What follows belongs to an exercise in optimizing a design on an open flow for small area; a production flow would make more cautious choices. The RTL was checked by simulation tests, not by an equivalence proof against the original design. Power is estimated from default activity; no workload was simulated.

### design/flow/config.mk
export PLATFORM = sky130hd
export DESIGN_NAME = safe_cpu_wrapper
export DESIGN_NICKNAME = safe_cpu_wrapper
export VERILOG_FILES = /design/flow/design.v
export SDC_FILE = /design/flow/constraint.sdc
export NUM_CORES = 4
export LEC_CHECK = 0
export CAP_MARGIN = 0
export CORE_AREA = 10 10 610 250
export DIE_AREA = 0 0 620 260
export GPL_ROUTABILITY_DRIVEN = 0
export SLEW_MARGIN = 0
### design/flow/constraint.sdc
create_clock -name core_clock -period 10.0 [get_ports {clk_i}]
set_input_delay 2.0000 -clock core_clock [delete_from_list [all_inputs] [get_ports {clk_i}]]
set_output_delay 2.0000 -clock core_clock [all_outputs]
set_load 0.01 [all_outputs]
### design/flow/design.v
package safe_pkg;
  localparam int unsigned NHARTS = 3;
  localparam int unsigned HART_IDX_W = $clog2(NHARTS);
  localparam int unsigned ADDR_WIDTH = 32;
  localparam int unsigned DATA_WIDTH = 32;
  localparam int unsigned BE_WIDTH = 4;
  localparam logic [DATA_WIDTH-1:0] WFI_INSTR = 32'h10500073;
  typedef logic [NHARTS-1:0] hart_mask_t;
  typedef logic [HART_IDX_W-1:0] hart_idx_t;
  typedef struct packed {
    logic                  req;
    logic                  we;
    logic [BE_WIDTH-1:0]   be;
    logic [ADDR_WIDTH-1:0] addr;
    logic [DATA_WIDTH-1:0] wdata;
  } obi_req_t;
  typedef struct packed {
    logic                  gnt;
    logic                  rvalid;
    logic [DATA_WIDTH-1:0] rdata;
  } obi_rsp_t;
  localparam int unsigned REQ_WIDTH = 2 + BE_WIDTH + ADDR_WIDTH + DATA_WIDTH;
  localparam int unsigned RSP_WIDTH = 2 + DATA_WIDTH;
  typedef enum logic [1:0] {
    MODE_INDEP = 2'd0,
    MODE_TMR   = 2'd1,
    MODE_DMR   = 2'd2
  } safe_mode_e;
endpackage
module tmr_voter (
  input  logic                                       enable_i,
  input  logic [safe_pkg::NHARTS-1:0][safe_pkg::REQ_WIDTH-1:0] instr_req_i,
  input  logic [safe_pkg::NHARTS-1:0][safe_pkg::REQ_WIDTH-1:0] data_req_i,
  output safe_pkg::obi_req_t                        voted_instr_req_o,
  output safe_pkg::obi_req_t                        voted_data_req_o,
  output logic                                       error_o,
  output safe_pkg::hart_mask_t                       error_id_o
);
  safe_pkg::obi_req_t   maj_instr;
  safe_pkg::obi_req_t   maj_data;
  safe_pkg::hart_mask_t dissent;
  function automatic safe_pkg::obi_req_t majority(input safe_pkg::obi_req_t a,
                                                  input safe_pkg::obi_req_t b,
                                                  input safe_pkg::obi_req_t c);
    majority = (a & b) | (a & c) | (b & c);
  endfunction
  assign maj_instr = majority(instr_req_i[0], instr_req_i[1], instr_req_i[2]);
  assign maj_data  = majority(data_req_i[0], data_req_i[1], data_req_i[2]);
  for (genvar i = 0; i < safe_pkg::NHARTS; i++) begin : g_dissent
    assign dissent[i] = (instr_req_i[i] != maj_instr) || (data_req_i[i] != maj_data);
  end
  always_comb begin
    if (enable_i) begin
      voted_instr_req_o = maj_instr;
      voted_data_req_o  = maj_data;
      error_id_o        = dissent;
      error_o           = |dissent;
    end else begin
      voted_instr_req_o = '0;
      voted_data_req_o  = '0;
      error_id_o        = '0;
      error_o           = 1'b0;
    end
  end
endmodule
module dmr_comparator (
  input  logic               enable_i,
  input  safe_pkg::obi_req_t master_instr_req_i,
  input  safe_pkg::obi_req_t partner_instr_req_i,
  input  safe_pkg::obi_req_t master_data_req_i,
  input  safe_pkg::obi_req_t partner_data_req_i,
  output logic               error_o
);
  logic instr_mismatch;
  logic data_mismatch;
  assign instr_mismatch = (master_instr_req_i != partner_instr_req_i);
  assign data_mismatch  = (master_data_req_i != partner_data_req_i);
  assign error_o = enable_i && (instr_mismatch || data_mismatch);
endmodule
module wfi_isolator (
  input  logic               clk_i,
  input  logic               rst_ni,
  input  logic               hold_i,
  input  safe_pkg::obi_req_t instr_req_i,
  input  safe_pkg::obi_req_t data_req_i,
  input  safe_pkg::obi_rsp_t instr_rsp_i,
  input  safe_pkg::obi_rsp_t data_rsp_i,
  output safe_pkg::obi_rsp_t iso_instr_rsp_o,
  output safe_pkg::obi_rsp_t iso_data_rsp_o
);
  logic [1:0]                           bus_req;
  logic [1:0]                           bus_gnt;
  logic [1:0]                           bus_rvalid;
  logic [1:0][safe_pkg::DATA_WIDTH-1:0] iso_rdata;
  logic [1:0]                           valid_q;
  logic [1:0]                           pending_q;
  assign bus_req    = {data_req_i.req, instr_req_i.req};
  assign bus_gnt    = {data_rsp_i.gnt, instr_rsp_i.gnt};
  assign bus_rvalid = {data_rsp_i.rvalid, instr_rsp_i.rvalid};
  assign iso_rdata  = {{safe_pkg::DATA_WIDTH{1'b0}}, safe_pkg::WFI_INSTR};
  for (genvar b = 0; b < 2; b++) begin : g_bus
    always_ff @(posedge clk_i or negedge rst_ni) begin
      if (!rst_ni) begin
        valid_q[b]   <= 1'b0;
        pending_q[b] <= 1'b0;
      end else if (hold_i) begin
        valid_q[b]   <= bus_req[b];
        pending_q[b] <= 1'b0;
      end else begin
        valid_q[b]   <= 1'b0;
        pending_q[b] <= (bus_req[b] & bus_gnt[b]) |
                        (pending_q[b] & ~bus_rvalid[b]);
      end
    end
  end
  assign iso_instr_rsp_o.gnt    = bus_req[0];
  assign iso_instr_rsp_o.rvalid = valid_q[0] | pending_q[0];
  assign iso_instr_rsp_o.rdata  = iso_rdata[0];
  assign iso_data_rsp_o.gnt     = bus_req[1];
  assign iso_data_rsp_o.rvalid  = valid_q[1] | pending_q[1];
  assign iso_data_rsp_o.rdata   = iso_rdata[1];
endmodule
module redundancy_router (
  input  logic                                       clk_i,
  input  logic                                       rst_ni,
  input  safe_pkg::safe_mode_e                       mode_i,
  input  safe_pkg::hart_mask_t                       master_i,
  input  safe_pkg::hart_mask_t                       dmr_pair_i,
  input  safe_pkg::hart_mask_t                       wfi_hold_i,
  input  safe_pkg::hart_mask_t                       sleep_i,
  input  logic [safe_pkg::NHARTS-1:0][safe_pkg::REQ_WIDTH-1:0] core_instr_req_i,
  input  logic [safe_pkg::NHARTS-1:0][safe_pkg::REQ_WIDTH-1:0] core_data_req_i,
  input  logic [safe_pkg::NHARTS-1:0][safe_pkg::RSP_WIDTH-1:0] mem_instr_rsp_i,
  input  logic [safe_pkg::NHARTS-1:0][safe_pkg::RSP_WIDTH-1:0] mem_data_rsp_i,
  input  safe_pkg::obi_req_t                        voted_instr_req_i,
  input  safe_pkg::obi_req_t                        voted_data_req_i,
  input  logic [safe_pkg::NHARTS-1:0][safe_pkg::RSP_WIDTH-1:0] iso_instr_rsp_i,
  input  logic [safe_pkg::NHARTS-1:0][safe_pkg::RSP_WIDTH-1:0] iso_data_rsp_i,
  output safe_pkg::hart_mask_t                       sleep_o,
  output logic [safe_pkg::NHARTS-1:0][safe_pkg::REQ_WIDTH-1:0] mem_instr_req_o,
  output logic [safe_pkg::NHARTS-1:0][safe_pkg::REQ_WIDTH-1:0] mem_data_req_o,
  output logic [safe_pkg::NHARTS-1:0][safe_pkg::RSP_WIDTH-1:0] core_instr_rsp_o,
  output logic [safe_pkg::NHARTS-1:0][safe_pkg::RSP_WIDTH-1:0] core_data_rsp_o,
  output logic                                       vote_en_o,
  output logic                                       cmp_en_o,
  output safe_pkg::obi_req_t                        partner_instr_req_o,
  output safe_pkg::obi_req_t                        partner_data_req_o,
  output safe_pkg::obi_req_t                        master_instr_req_o,
  output safe_pkg::obi_req_t                        master_data_req_o
);
  safe_pkg::hart_mask_t master_q;
  safe_pkg::hart_mask_t sleep_q;
  safe_pkg::hart_idx_t  master_idx;
  safe_pkg::hart_idx_t  partner_idx;
  logic                 tmr_mode;
  logic                 dmr_mode;
  always_ff @(posedge clk_i or negedge rst_ni) begin
    if (!rst_ni) begin
      master_q <= safe_pkg::hart_mask_t'(1);
    end else if (&sleep_i) begin
      master_q <= master_i;
    end
  end
  always_ff @(posedge clk_i or negedge rst_ni) begin
    if (!rst_ni) begin
      sleep_q <= '0;
    end else begin
      sleep_q <= sleep_i;
    end
  end
  assign sleep_o = sleep_q;
  always_comb begin
    master_idx  = '0;
    partner_idx = '0;
    for (int i = safe_pkg::NHARTS - 1; i >= 0; i--) begin
      if (master_q[i]) begin
        master_idx = safe_pkg::hart_idx_t'(i);
      end
      if (dmr_pair_i[i] && !master_q[i]) begin
        partner_idx = safe_pkg::hart_idx_t'(i);
      end
    end
  end
  assign tmr_mode  = (mode_i == safe_pkg::MODE_TMR);
  assign dmr_mode  = (mode_i == safe_pkg::MODE_DMR);
  assign vote_en_o = tmr_mode;
  assign cmp_en_o  = dmr_mode;
  assign master_instr_req_o  = core_instr_req_i[master_idx];
  assign master_data_req_o   = core_data_req_i[master_idx];
  assign partner_instr_req_o = core_instr_req_i[partner_idx];
  assign partner_data_req_o  = core_data_req_i[partner_idx];
  for (genvar i = 0; i < safe_pkg::NHARTS; i++) begin : g_port
    always_comb begin
      if (tmr_mode) begin
        mem_instr_req_o[i] = master_q[i] ? voted_instr_req_i : '0;
        mem_data_req_o[i]  = master_q[i] ? voted_data_req_i : '0;
      end else if (dmr_mode) begin
        mem_instr_req_o[i] = master_q[i] ? core_instr_req_i[i] : '0;
        mem_data_req_o[i]  = master_q[i] ? core_data_req_i[i] : '0;
      end else begin
        mem_instr_req_o[i] = core_instr_req_i[i];
        mem_data_req_o[i]  = core_data_req_i[i];
      end
    end
    always_comb begin
      if (wfi_hold_i[i]) begin
        core_instr_rsp_o[i] = iso_instr_rsp_i[i];
        core_data_rsp_o[i]  = iso_data_rsp_i[i];
      end else if (tmr_mode || (dmr_mode && dmr_pair_i[i])) begin
        core_instr_rsp_o[i] = mem_instr_rsp_i[master_idx];
        core_data_rsp_o[i]  = mem_data_rsp_i[master_idx];
      end else begin
        core_instr_rsp_o[i] = mem_instr_rsp_i[i];
        core_data_rsp_o[i]  = mem_data_rsp_i[i];
      end
    end
  end
endmodule
module safe_cpu_wrapper (
  input  logic                                       clk_i,
  input  logic                                       rst_ni,
  input  safe_pkg::safe_mode_e                       mode_i,
  input  safe_pkg::hart_mask_t                       master_i,
  input  safe_pkg::hart_mask_t                       dmr_pair_i,
  input  safe_pkg::hart_mask_t                       wfi_hold_i,
  input  safe_pkg::hart_mask_t                       sleep_i,
  input  logic [safe_pkg::NHARTS-1:0][safe_pkg::REQ_WIDTH-1:0] core_instr_req_i,
  input  logic [safe_pkg::NHARTS-1:0][safe_pkg::REQ_WIDTH-1:0] core_data_req_i,
  input  logic [safe_pkg::NHARTS-1:0][safe_pkg::RSP_WIDTH-1:0] mem_instr_rsp_i,
  input  logic [safe_pkg::NHARTS-1:0][safe_pkg::RSP_WIDTH-1:0] mem_data_rsp_i,
  output safe_pkg::hart_mask_t                       sleep_o,
  output logic [safe_pkg::NHARTS-1:0][safe_pkg::RSP_WIDTH-1:0] core_instr_rsp_o,
  output logic [safe_pkg::NHARTS-1:0][safe_pkg::RSP_WIDTH-1:0] core_data_rsp_o,
  output logic [safe_pkg::NHARTS-1:0][safe_pkg::REQ_WIDTH-1:0] mem_instr_req_o,
  output logic [safe_pkg::NHARTS-1:0][safe_pkg::REQ_WIDTH-1:0] mem_data_req_o,
  output logic                                       tmr_error_o,
  output logic                                       dmr_error_o,
  output safe_pkg::hart_mask_t                       tmr_error_id_o
);
  localparam int unsigned NH = safe_pkg::NHARTS;
  localparam int unsigned RW = safe_pkg::REQ_WIDTH;
  localparam int unsigned SW = safe_pkg::RSP_WIDTH;
  localparam int unsigned DW = safe_pkg::DATA_WIDTH;
  safe_pkg::hart_mask_t master_q;
  safe_pkg::hart_mask_t sleep_q;
  always_ff @(posedge clk_i or negedge rst_ni) begin
    if (!rst_ni) begin
      master_q <= safe_pkg::hart_mask_t'(1);
    end else if (&sleep_i) begin
      master_q <= master_i;
    end
  end
  always_ff @(posedge clk_i or negedge rst_ni) begin
    if (!rst_ni) begin
      sleep_q <= '0;
    end else begin
      sleep_q <= sleep_i;
    end
  end
  assign sleep_o = sleep_q;
  logic tmr_mode, dmr_mode;
  assign tmr_mode = (mode_i == safe_pkg::MODE_TMR);
  assign dmr_mode = (mode_i == safe_pkg::MODE_DMR);
  safe_pkg::hart_mask_t m_oh, p_oh, pcand;
  assign m_oh[0] = master_q[0] | ~master_q[1] & ~master_q[2];
  assign m_oh[1] = ~master_q[0] & master_q[1];
  assign m_oh[2] = ~master_q[0] & ~master_q[1] & master_q[2];
  assign pcand   = dmr_pair_i & ~master_q;
  assign p_oh[0] = pcand[0] | ~pcand[1] & ~pcand[2];
  assign p_oh[1] = ~pcand[0] & pcand[1];
  assign p_oh[2] = ~pcand[0] & ~pcand[1] & pcand[2];
  logic [RW-1:0] maj_i, maj_d;
  logic [NH-1:0][RW-1:0] dis_i, dis_d;
  safe_pkg::hart_mask_t dissent;
  safe_pkg::hart_mask_t sel_vote, sel_own;
  assign maj_i = (core_instr_req_i[0] & core_instr_req_i[1]) |
                 (core_instr_req_i[0] & core_instr_req_i[2]) |
                 (core_instr_req_i[1] & core_instr_req_i[2]);
  assign maj_d = (core_data_req_i[0] & core_data_req_i[1]) |
                 (core_data_req_i[0] & core_data_req_i[2]) |
                 (core_data_req_i[1] & core_data_req_i[2]);
  for (genvar h = 0; h < NH; h++) begin : g_req
    assign dis_i[h]   = core_instr_req_i[h] ^ maj_i;
    assign dis_d[h]   = core_data_req_i[h] ^ maj_d;
    assign dissent[h] = (|dis_i[h]) | (|dis_d[h]);
    assign sel_vote[h] = tmr_mode & master_q[h];
    assign sel_own[h]  = ~tmr_mode & (~dmr_mode | master_q[h]);
    assign mem_instr_req_o[h] = ({RW{sel_vote[h]}} & maj_i) |
                                ({RW{sel_own[h]}} & core_instr_req_i[h]);
    assign mem_data_req_o[h]  = ({RW{sel_vote[h]}} & maj_d) |
                                ({RW{sel_own[h]}} & core_data_req_i[h]);
  end
  assign tmr_error_id_o = tmr_mode ? dissent : '0;
  assign tmr_error_o    = tmr_mode & (|dissent);
  assign dmr_error_o    = dmr_mode & (m_oh != p_oh) & (|((m_oh | p_oh) & dissent));
  logic [NH-1:0] iso_valid_i, iso_valid_d;   
  logic [NH-1:0] held_q;                     
  logic [SW-1:0] rm_i, rm_d;
  assign rm_i = ({SW{m_oh[0]}} & mem_instr_rsp_i[0]) |
                ({SW{m_oh[1]}} & mem_instr_rsp_i[1]) |
                ({SW{m_oh[2]}} & mem_instr_rsp_i[2]);
  assign rm_d = ({SW{m_oh[0]}} & mem_data_rsp_i[0]) |
                ({SW{m_oh[1]}} & mem_data_rsp_i[1]) |
                ({SW{m_oh[2]}} & mem_data_rsp_i[2]);
  for (genvar h = 0; h < NH; h++) begin : g_rsp
    logic          to_m, use_m, use_own;
    logic [SW-1:0] rt_i, rt_d;
    logic [SW-1:0] iso_i, iso_d;
    logic          pend_i, pend_d;
    assign to_m    = tmr_mode | (dmr_mode & dmr_pair_i[h]);
    assign use_m   = ~wfi_hold_i[h] & to_m;
    assign use_own = ~wfi_hold_i[h] & ~to_m;
    assign rt_i = to_m ? rm_i : mem_instr_rsp_i[h];
    assign rt_d = to_m ? rm_d : mem_data_rsp_i[h];
    assign iso_i = {core_instr_req_i[h][RW-1], iso_valid_i[h], safe_pkg::WFI_INSTR};
    assign iso_d = {core_data_req_i[h][RW-1], iso_valid_d[h], {DW{1'b0}}};
    assign core_instr_rsp_o[h] = ({SW{use_m}} & rm_i) | ({SW{use_own}} & mem_instr_rsp_i[h]) |
                                 ({SW{wfi_hold_i[h]}} & iso_i);
    assign core_data_rsp_o[h]  = ({SW{use_m}} & rm_d) | ({SW{use_own}} & mem_data_rsp_i[h]) |
                                 ({SW{wfi_hold_i[h]}} & iso_d);
    assign pend_i = iso_valid_i[h] & ~held_q[h];
    assign pend_d = iso_valid_d[h] & ~held_q[h];
    always_ff @(posedge clk_i or negedge rst_ni) begin
      if (!rst_ni) begin
        iso_valid_i[h] <= 1'b0;
        iso_valid_d[h] <= 1'b0;
        held_q[h]      <= 1'b0;
      end else begin
        held_q[h] <= wfi_hold_i[h];
        if (wfi_hold_i[h]) begin
          iso_valid_i[h] <= core_instr_req_i[h][RW-1];
          iso_valid_d[h] <= core_data_req_i[h][RW-1];
        end else begin
          iso_valid_i[h] <= (core_instr_req_i[h][RW-1] & rt_i[SW-1]) | (pend_i & ~rt_i[SW-2]);
          iso_valid_d[h] <= (core_data_req_i[h][RW-1] & rt_d[SW-1]) | (pend_d & ~rt_d[SW-2]);
        end
      end
    end
  end
endmodule
### design/flow/flow/run.sh
#!/bin/bash
# Layout flow: the standard ORFS flow (standard.sh) with two changes.
#  - Synthesis runs flow/synth.tcl: synth_recipe.tcl unchanged except that ABC
#    maps with an area-oriented script (flow/abc_area_nf.script).
#  - The port buffers that buffer_ports inserts on every input and output are
#    sky130_fd_sc_hd__buf_1 cells.
# Each step's full output is in orfs/logs/; make's own output in flow_make.log.
set -euo pipefail
here=$(pwd)
bash standard.sh \
  "SYNTH_SCRIPT=$here/flow/synth.tcl" \
  "BUFFER_PORTS_ARGS=-buffer_cell sky130_fd_sc_hd__buf_1" \
  finish > "$here/flow_make.log" 2>&1
### design/flow/flow/abc_area_nf.script
strash; &get -n; &st; &dch -f; &nf -a -R 1000 -E 100; &put; topo
### design/flow/flow/synth.tcl
# The standard synthesis (synth_recipe.tcl), with ORFS's ABC mapping script
# replaced by an area-oriented one (abc_area_nf.script beside this file).
set my_abc [file join [file dirname [file normalize [info script]]] abc_area_nf.script]
proc use_my_abc {args} {
  set i [lsearch -exact $::abc_args -script]
  if { $i >= 0 && [lindex $::abc_args [expr {$i + 1}]] ne $::my_abc } {
    lset ::abc_args [expr {$i + 1}] $::my_abc
  }
}
trace add variable ::abc_args write use_my_abc
proc synth {args} { yosys synth -nofsm -noshare {*}$args }
source $::env(SCRIPTS_DIR)/synth.tcl
# left out here: clear keep_hierarchy, flatten, clean up, hide names made inside functions, write 1_2_yosys.v
### design/flow/standard.sh
#!/bin/bash
# synth_recipe.tcl (not shown) runs the flow's synth.tcl, then flattens the netlist and writes it again
# the make line also repeats each setting of config.mk as NAME=value (left out here)
make -C /OpenROAD-flow-scripts/flow DESIGN_CONFIG=/design/flow/config.mk WORK_HOME=/design/flow/orfs CLKGATE_MAP_FILE= SYNTH_SCRIPT=/design/flow/synth_recipe.tcl "${@:-finish}"
==> results of run 1 <==
## critical path: cells and delay by family
kind,cells,cell delay [ns]
xor gates and xnor gates,1,0.17
buffers and inverters,2,0.41
and+or+nand+nor,7,3.26
adders and majority gates,1,0.51
## layout make-up
class	count	area, um2	area share [%]
Antenna cell	46	115	0.555
Clock buffer	3	75.1	0.362
Clock inverter	1	5.00	0.0241
Inverter	18	67.6	0.326
Multi-Input combinational cell	1670	12600	61.0
Sequential cell	15	377	1.82
Tap cell	1913	2390	11.5
Timing Repair Buffer	1298	5050	24.4
## cell families after synthesis
kind of cell	synth area share [%]
fa+ha+maj	10.8
buf+inv	0.519
compound gates	43.0
flops	2.89
simple gates	14.3
mux	0.260
xor+xnor	28.2
## flip-flops by register name, summed over array words and instances, names as in the netlist
register and count:
iso_valid_i 3, sleep_q 3, master_q 3, held_q 3, iso_valid_d 3
## path summary, 6_finish.rpt
path	to
min in group asynchronous	sleep_q[1]$_DFF_PN0_
min reg2reg	iso_valid_d[2]$_DFF_PN0_
max	tmr_error_o
min	iso_valid_d[2]$_DFF_PN0_
max in group asynchronous	master_q[0]$_DFFE_PN1P_
max reg2reg	iso_valid_i[2]$_DFF_PN0_
## placed cells by master, fill, tap and decap left out, types with 2 or more instances in the layout
cell,Yosys,layout
buf_4,0,21
xor2_1,262,262
a21boi_0,6,6
clkinv_1,18,18
a22oi_1,2,2
nor2b_4,0,4
a222oi_1,66,66
nand2_1,173,173
buf_1,0,1271
and2_4,0,3
nor3_1,4,4
o22ai_1,6,6
or2_2,0,3
nor2_4,0,3
nand4_1,56,56
and2_0,6,3
buf_12,0,6
nand2b_1,9,9
mux2_1,3,3
xnor2_1,157,157
clkbuf_16,0,3
a21oi_1,41,41
nor2_1,42,39
dfrtp_1,14,14
a32o_1,6,6
maj3_1,137,137
nand3_1,3,3
nor2b_1,8,4
nor4_1,78,78
o21ai_0,172,172
a22o_1,420,420
diode_2,0,46
ha_1,3,3
## through the flow
stage / worst slack, ns / hold WS, ns
after floorplan: 0.794 / 0.501
after global placement: 1.63 / 0.515
after detailed placement: 1.55 / 0.523
after CTS: 1.55 / 0.537
after global routing: 1.49 / 0.559
final: 1.64 / 0.531
## metal layers
layer	vias up	wire (um)	track usage, %
li1	9617	-	-
met1	12100	85100	30.3
met2	2674	73800	29.0
met3	645	43900	21.1
met4	130	9770	8.47
met5	-	1570	3.17
## power by group through the flow
stage          logic [uW]  clock network (uW)  registers, uW
2_1_floorplan         880                   0           72.9
3_3_place_gp         1880                   0           77.9
3_5_place_dp         1880                   0           78.1
4_1_cts              1890                 107           76.9
5_1_grt              2020                 110           77.4
6_report             1990                99.7           76.9
==> results.json, run 1 <==
{
  "status": "complete, but fails checks",
  "so.violations": "capacitance limit, slew limit",
  "routedWlPerCell_um": 43.1,
  "p_leak_uw": 0.00619,
  "arrival_ns": 6.36,
  "placed_cell_area_mm2": 0.0205,
  "rows": 87,
  "initial_core_util_pct": 9.17,
  "cts_made_buffers": 3,
  "drive_above_1_share_pct": 1.56,
  "tightest_slew_ns": 1.60,
  "cp-end-kind": "primary output",
  "cts_setup_buffers": 0,
  "vias_per_cell": 5.08,
  "slowest_stage": "nor4_1",
  "max_freq_mhz": 120,
  "dieArea_mm2": 0.161,
  "fin_crit_sh_pct": 83.6,
  "slew-limit-headroom_pct": -7.90,
  "dpl.cell_count": 4914,
  "ctsResizeCount": 0,
  "fillers": 16700,
  "powerDensity_mw_per_mm2": 104,
  "synthTopCellsByArea": "a22o_1 (28%), xor2_1 (18%), xnor2_1 (11%)",
  "ir_worst_vdd_mv": 0.0657,
  "power_uw": 2160,
  "rsz0062_at_grt": "false",
  "portBuffers": 1271,
  "clock_skew_ns": 0.0220,
  "area_growth_syn_to_layout_pct": 59.3,
  "ff2ff_path_depth": 5,
  "synth_area_mm2": 0.0130,
  "yosysMostFrequentCell": "a22o_1",
  "fp.dieW_um": 620,
  "grt_antenna_before_repair": 117,
  "place_hpwl_mm": 190,
  "crit_chain": "buf_1, maj3_1, xnor2_1, nand4_1, nor4_1, nand4_1, nor4_1, nand3_1, and2_0, or3_1, buf_1",
  "holdCritStartpoint": "iso_valid_d[2]$_DFF_PN0_",
  "avgSynthCellArea_um2": 7.64,
  "synth_nets": 2346,
  "dr.first_iter.drc_count": 5820,
  "power_frac_clock_pct": 4.6,
  "antenna_left": 0,
  "hold_depth": 1,
  "vias": 25200,
  "final_util_pct": 14.6,
  "p_switching_uw": 1500,
  "sequentialPowerShare_pct": 3.6,
  "combPwrFrac_pct": 91.8,
  "worstPathMaxFanout": 6,
  "clkSinkCount": 15,
  "drt_wl_total_mm": 214,
  "fin_nets": 3649,
  "cts.clk_slew.worst_paths_ns": 0.06,
  "cap_violations": 1,
  "synth_edf_count": 0,
  "critPathLaunch": "core_instr_req_i[167]",
  "hp-class": "reg2reg",
  "cpPeakStageDelay_ns": 0.88,
  "netSwitchingFraction_pct": 69.5,
  "drt-pass1-iter-count": 14,
  "grt_max_degree": 114,
  "final_cell_area_mm2": 0.0207,
  "ctsHoldBuffers": 0,
  "clk_latency_ns": 0.30,
  "final.setup.tns_ns": 0,
  "core_mm2": 0.142,
  "pin_count": 1272,
  "cts_buffer_depth": 2,
  "cp_data_required_time_ns": 8.00,
  "drc_errors": 0,
  "die_y_um": 260,
  "track_usage_pct": 24.4,
  "ctsHtreeMaxLevel": 1,
  "synthTopCellsByCount": "a22o_1 (420), xor2_1 (262), nand2_1 (173)",
  "layout.cells.non_filler": 4964,
  "reg2reg_slack_ns": 7.58,
  "synth_ff_type": "dfrtp_1",
  "cts_root_buffer": "clkbuf_16",
  "yosysUniqueCellTypes": 32,
  "ys_seq_area_share_pct": 2.89,
  "critical_path_class": "in2out",
  "hold_viol": 0,
  "synth.top_cell.area_share_pct": 28.3,
  "ys_warn_count": 1,
  "grt_pass1_vias": 22100,
  "grt_pass1_wl_mm": 260,
  "setup_viol": 0,
  "post-synth-top-area-cell": "a22o_1",
  "fin_crit_ns": 8.36,
  "ys_seq_elements": 15,
  "p_int_uw": 659,
  "grt.overflow.total": 0,
  "cp-start-kind": "input pin",
  "async_flop_share_pct": 100,
  "reg2reg_from": "master_q[0]$_DFFE_PN1P_",
  "syn-instance-count": 1703,
  "cts_tree": "built",
  "maxSlewViolCount": 3
}
==> run 2, diff against run 1 <==
--- a/design/flow/flow/run.sh
+++ b/design/flow/flow/run.sh
@@ -1,3 +1,3 @@
 #!/bin/bash
-# Layout flow: the standard ORFS flow (standard.sh) with two changes.
+# Layout flow: the standard ORFS flow (standard.sh) with three changes.
 #  - Synthesis runs flow/synth.tcl: synth_recipe.tcl unchanged except that ABC
@@ -6,2 +6,4 @@
 #    sky130_fd_sc_hd__buf_1 cells.
+#  - After global routing, repair_timing -recover_power downsizes gates on
+#    paths with slack to spare (RECOVER_POWER=100).
 # Each step's full output is in orfs/logs/; make's own output in flow_make.log.
@@ -12,2 +14,3 @@
   "BUFFER_PORTS_ARGS=-buffer_cell sky130_fd_sc_hd__buf_1" \
+  "RECOVER_POWER=100" \
   finish > "$here/flow_make.log" 2>&1
--- a/design/flow/config.mk
+++ b/design/flow/config.mk
@@ -8,4 +8,4 @@
 export CAP_MARGIN = 0
-export CORE_AREA = 10 10 610 250
-export DIE_AREA = 0 0 620 260
+export CORE_AREA = 10 10 440 440
+export DIE_AREA = 0 0 450 450
 export GPL_ROUTABILITY_DRIVEN = 0
==> results.json, run 2 <==
{
  "cts.clk_slew.worst_paths_ns": 0.06,
  "fp.dieW_um": 450,
  "pin_count": 1272,
  "antenna_left": 0,
  "p_leak_uw": 0.00615,
  "rows": 157,
  "drc_errors": 0,
  "cts_tree": "built",
  "grt_max_degree": 141,
  "die_y_um": 450,
  "ys_warn_count": 1,
  "synth_area_mm2": 0.0130,
  "slew-limit-headroom_pct": -113,
  "place_hpwl_mm": 180,
  "ys_seq_elements": 15,
  "final_cell_area_mm2": 0.0214,
  "synth_edf_count": 0,
  "top_layer": "met5",
  "clk_latency_ns": 0.32,
  "vias": 23500,
  "layout_common_cells": "buf_1 (980), a22o_1 (420), clkbuf_1 (297)",
  "async_flop_share_pct": 100,
  "hold_depth": 1,
  "ff_latch_area_um2": 377,
  "maxSlewViolCount": 241,
  "ir_worst_vdd_mv": 0.0658,
  "synth_nets": 2346,
  "fin_nets": 3647,
  "cts_setup_buffers": 0,
  "cap_violations": 5,
  "critical_path_class": "in2out",
  "fin_crit_sh_pct": 91.4,
  "grt.overflow.total": 0,
  "ctsHtreeMaxLevel": 1,
  "portBuffers": 1271,
  "synth_ff_type": "dfrtp_1",
  "status": "complete, but fails checks",
  "tightest_slew_ns": 3.19,
  "synthTopCellsByCount": "a22o_1 (420), xor2_1 (262), nand2_1 (173)",
  "rsz0062_at_grt": "false",
  "max_freq_mhz": 109,
  "drt_wl_total_mm": 201,
  "vias_per_cell": 4.26,
  "drt-pass1-iter-count": 11,
  "ctsResizeCount": 0,
  "track_usage_pct": 18.3,
  "cts_made_buffers": 3,
  "arrival_ns": 7.14,
  "multi_input_area_mm2": 0.0127,
  "powerDensity_mw_per_mm2": 95.5,
  "ff2ff_path_depth": 6,
  "cp-start-kind": "input pin",
  "syn-instance-count": 1703,
  "wl_met1_mm": 60.1,
  "clkSinkCount": 15,
  "area_growth_syn_to_layout_pct": 64.6,
  "cp_data_required_time_ns": 8.00,
  "initial_core_util_pct": 7.09,
  "grt_pass1_wl_mm": 247,
  "clock_skew_ns": 0.0396,
  "synth.top_cell.area_share_pct": 28.3,
  "hold_viol": 0,
  "so.violations": "capacitance limit, slew limit",
  "avgSynthCellArea_um2": 7.64,
  "cp-end-kind": "primary output",
  "fillers": 21700,
  "cts_root_buffer": "clkbuf_16",
  "grt_pass1_vias": 21900,
  "post-synth-top-area-cell": "a22o_1",
  "dieArea_mm2": 0.203,
  "fin_crit_ns": 9.14,
  "yosysMostFrequentCell": "a22o_1",
  "synthTopCellsByArea": "a22o_1 (28%), xor2_1 (18%), xnor2_1 (11%)",
  "worstPathMaxFanout": 49,
  "yosysUniqueCellTypes": 32,
  "layout_commonest_cell": "buf_1",
  "drive_above_1_share_pct": 1.30,
  "placed_cell_area_mm2": 0.0212,
  "cts_buffer_depth": 2,
  "routedWlPerCell_um": 36.3,
  "core_mm2": 0.183,
  "setup_viol": 0,
  "fin_hold_ws_ns": 0.532,
  "ys_seq_area_share_pct": 2.89,
  "power_uw": 2050,
  "ctsHoldBuffers": 0,
  "hp-class": "reg2reg",
  "dr.first_iter.drc_count": 4033,
  "wl_met2_mm": 96.0,
  "grt_antenna_before_repair": 137,
  "wl_met3_mm": 31.5,
  "final.setup.tns_ns": 0
}
-- run 2: metrics by stage --
stage / cells / util (%) / setup slack [ns]
final: 5525 / 11.7 / 0.860
after global routing: 5498 / 11.6 / 0.854
after CTS: 5467 / 11.6 / 0.834
after detailed placement: 5463 / 11.6 / 0.884
after global placement: 5463 / 11.6 / 0.985
after floorplan: 1703 / - / 0.794
-- run 2: logic make-up after synthesis --
kind of cell / synth area share [%]
buffers and inverters: 0.519
adder cells (fa/ha/maj): 10.8
XOR/XNOR: 28.2
flip-flops: 2.89
AO/OA/AOI/OAI: 43.0
AND/OR/NAND/NOR: 14.3
multiplexers: 0.260
-- run 2: worst max-delay path: stages --
cell,delay [ns]
buf_1,0.10
nor2b_1,0.26
clkbuf_1,0.33
a21oi_1,0.43
or2_0,0.78
clkbuf_1,1.82
o21ai_0,1.03
buf_1,0.32
-- run 2: report_power, final --
group / internal (uW) / switching (uW)
Clock: 54.7 / 55.3
Combinational: 534 / 1330
Sequential: 67.4 / 7.17
Total: 656 / 1390
-- run 2: final timing paths --
| path | start | end | slack (ns) |
|---|---|---|---|
| worst min-delay path | iso_valid_i[1]$_DFF_PN0_ | iso_valid_i[1]$_DFF_PN0_ | 0.53 |
| max in group asynchronous | rst_ni | iso_valid_d[2]$_DFF_PN0_ | 7.04 |
| min in group asynchronous | rst_ni | sleep_q[0]$_DFF_PN0_ | 2.06 |
| worst max register to register | master_q[2]$_DFFE_PN0P_ | iso_valid_d[2]$_DFF_PN0_ | 6.84 |
| worst max-delay path | mode_i[0] | core_instr_rsp_o[89] | 0.86 |
| worst min register to register | iso_valid_i[1]$_DFF_PN0_ | iso_valid_i[1]$_DFF_PN0_ | 0.53 |
-- run 2: layout make-up --
cell class	instances	share of cell area, %
clock inverter	1	0.0234
clock buffer	3	0.351
multi-input combinational	1670	59.1
inverter	18	0.316
sequential	15	1.76
antenna	58	0.678
timing repair buffer	1296	23.3
tap	2464	14.4
-- run 2: metal layers --
layer  up-vias  track usage, %
met3       478            10.9
met4        54            8.99
met1     11200            17.3
met2      2163            31.6
li1       9609               -
met5         -               0

[separate check: timing with driven ports]
In the flow no input, the clock included, has a driving cell. The finished layouts below were timed again as built, in two steps. Step 1 (the two cells are an assumption about what drives the block):
set clk [get_ports {clk_i}]
set_driving_cell -lib_cell sky130_fd_sc_hd__clkbuf_16 $clk
set_driving_cell -lib_cell sky130_fd_sc_hd__buf_2 [delete_from_list [all_inputs] $clk]
Step 2, shift: input delay + t, output delay - t, t = (earliest + latest rising clock arrival at the registers) / 2. This alone moves slack from input paths to output paths. a / b / c = ideal / step 1 / step 2; a / b = the first two.
run	t (ns)	slack for setup (ns)	hold WS [ns]	worst setup path after step 2	cell pins on the clock port's net
run 1	0.363	1.640 / 1.582 / 1.582	0.531 / 0.531 / 0.531	input to output	1
run 2	0.367	0.860 / 0.652 / 0.652	0.532 / 0.532 / 0.532	input to output	1
The setup slack of run 2, which loses most, moves by -0.208 ns with the drivers and by -0.208 ns with both steps.
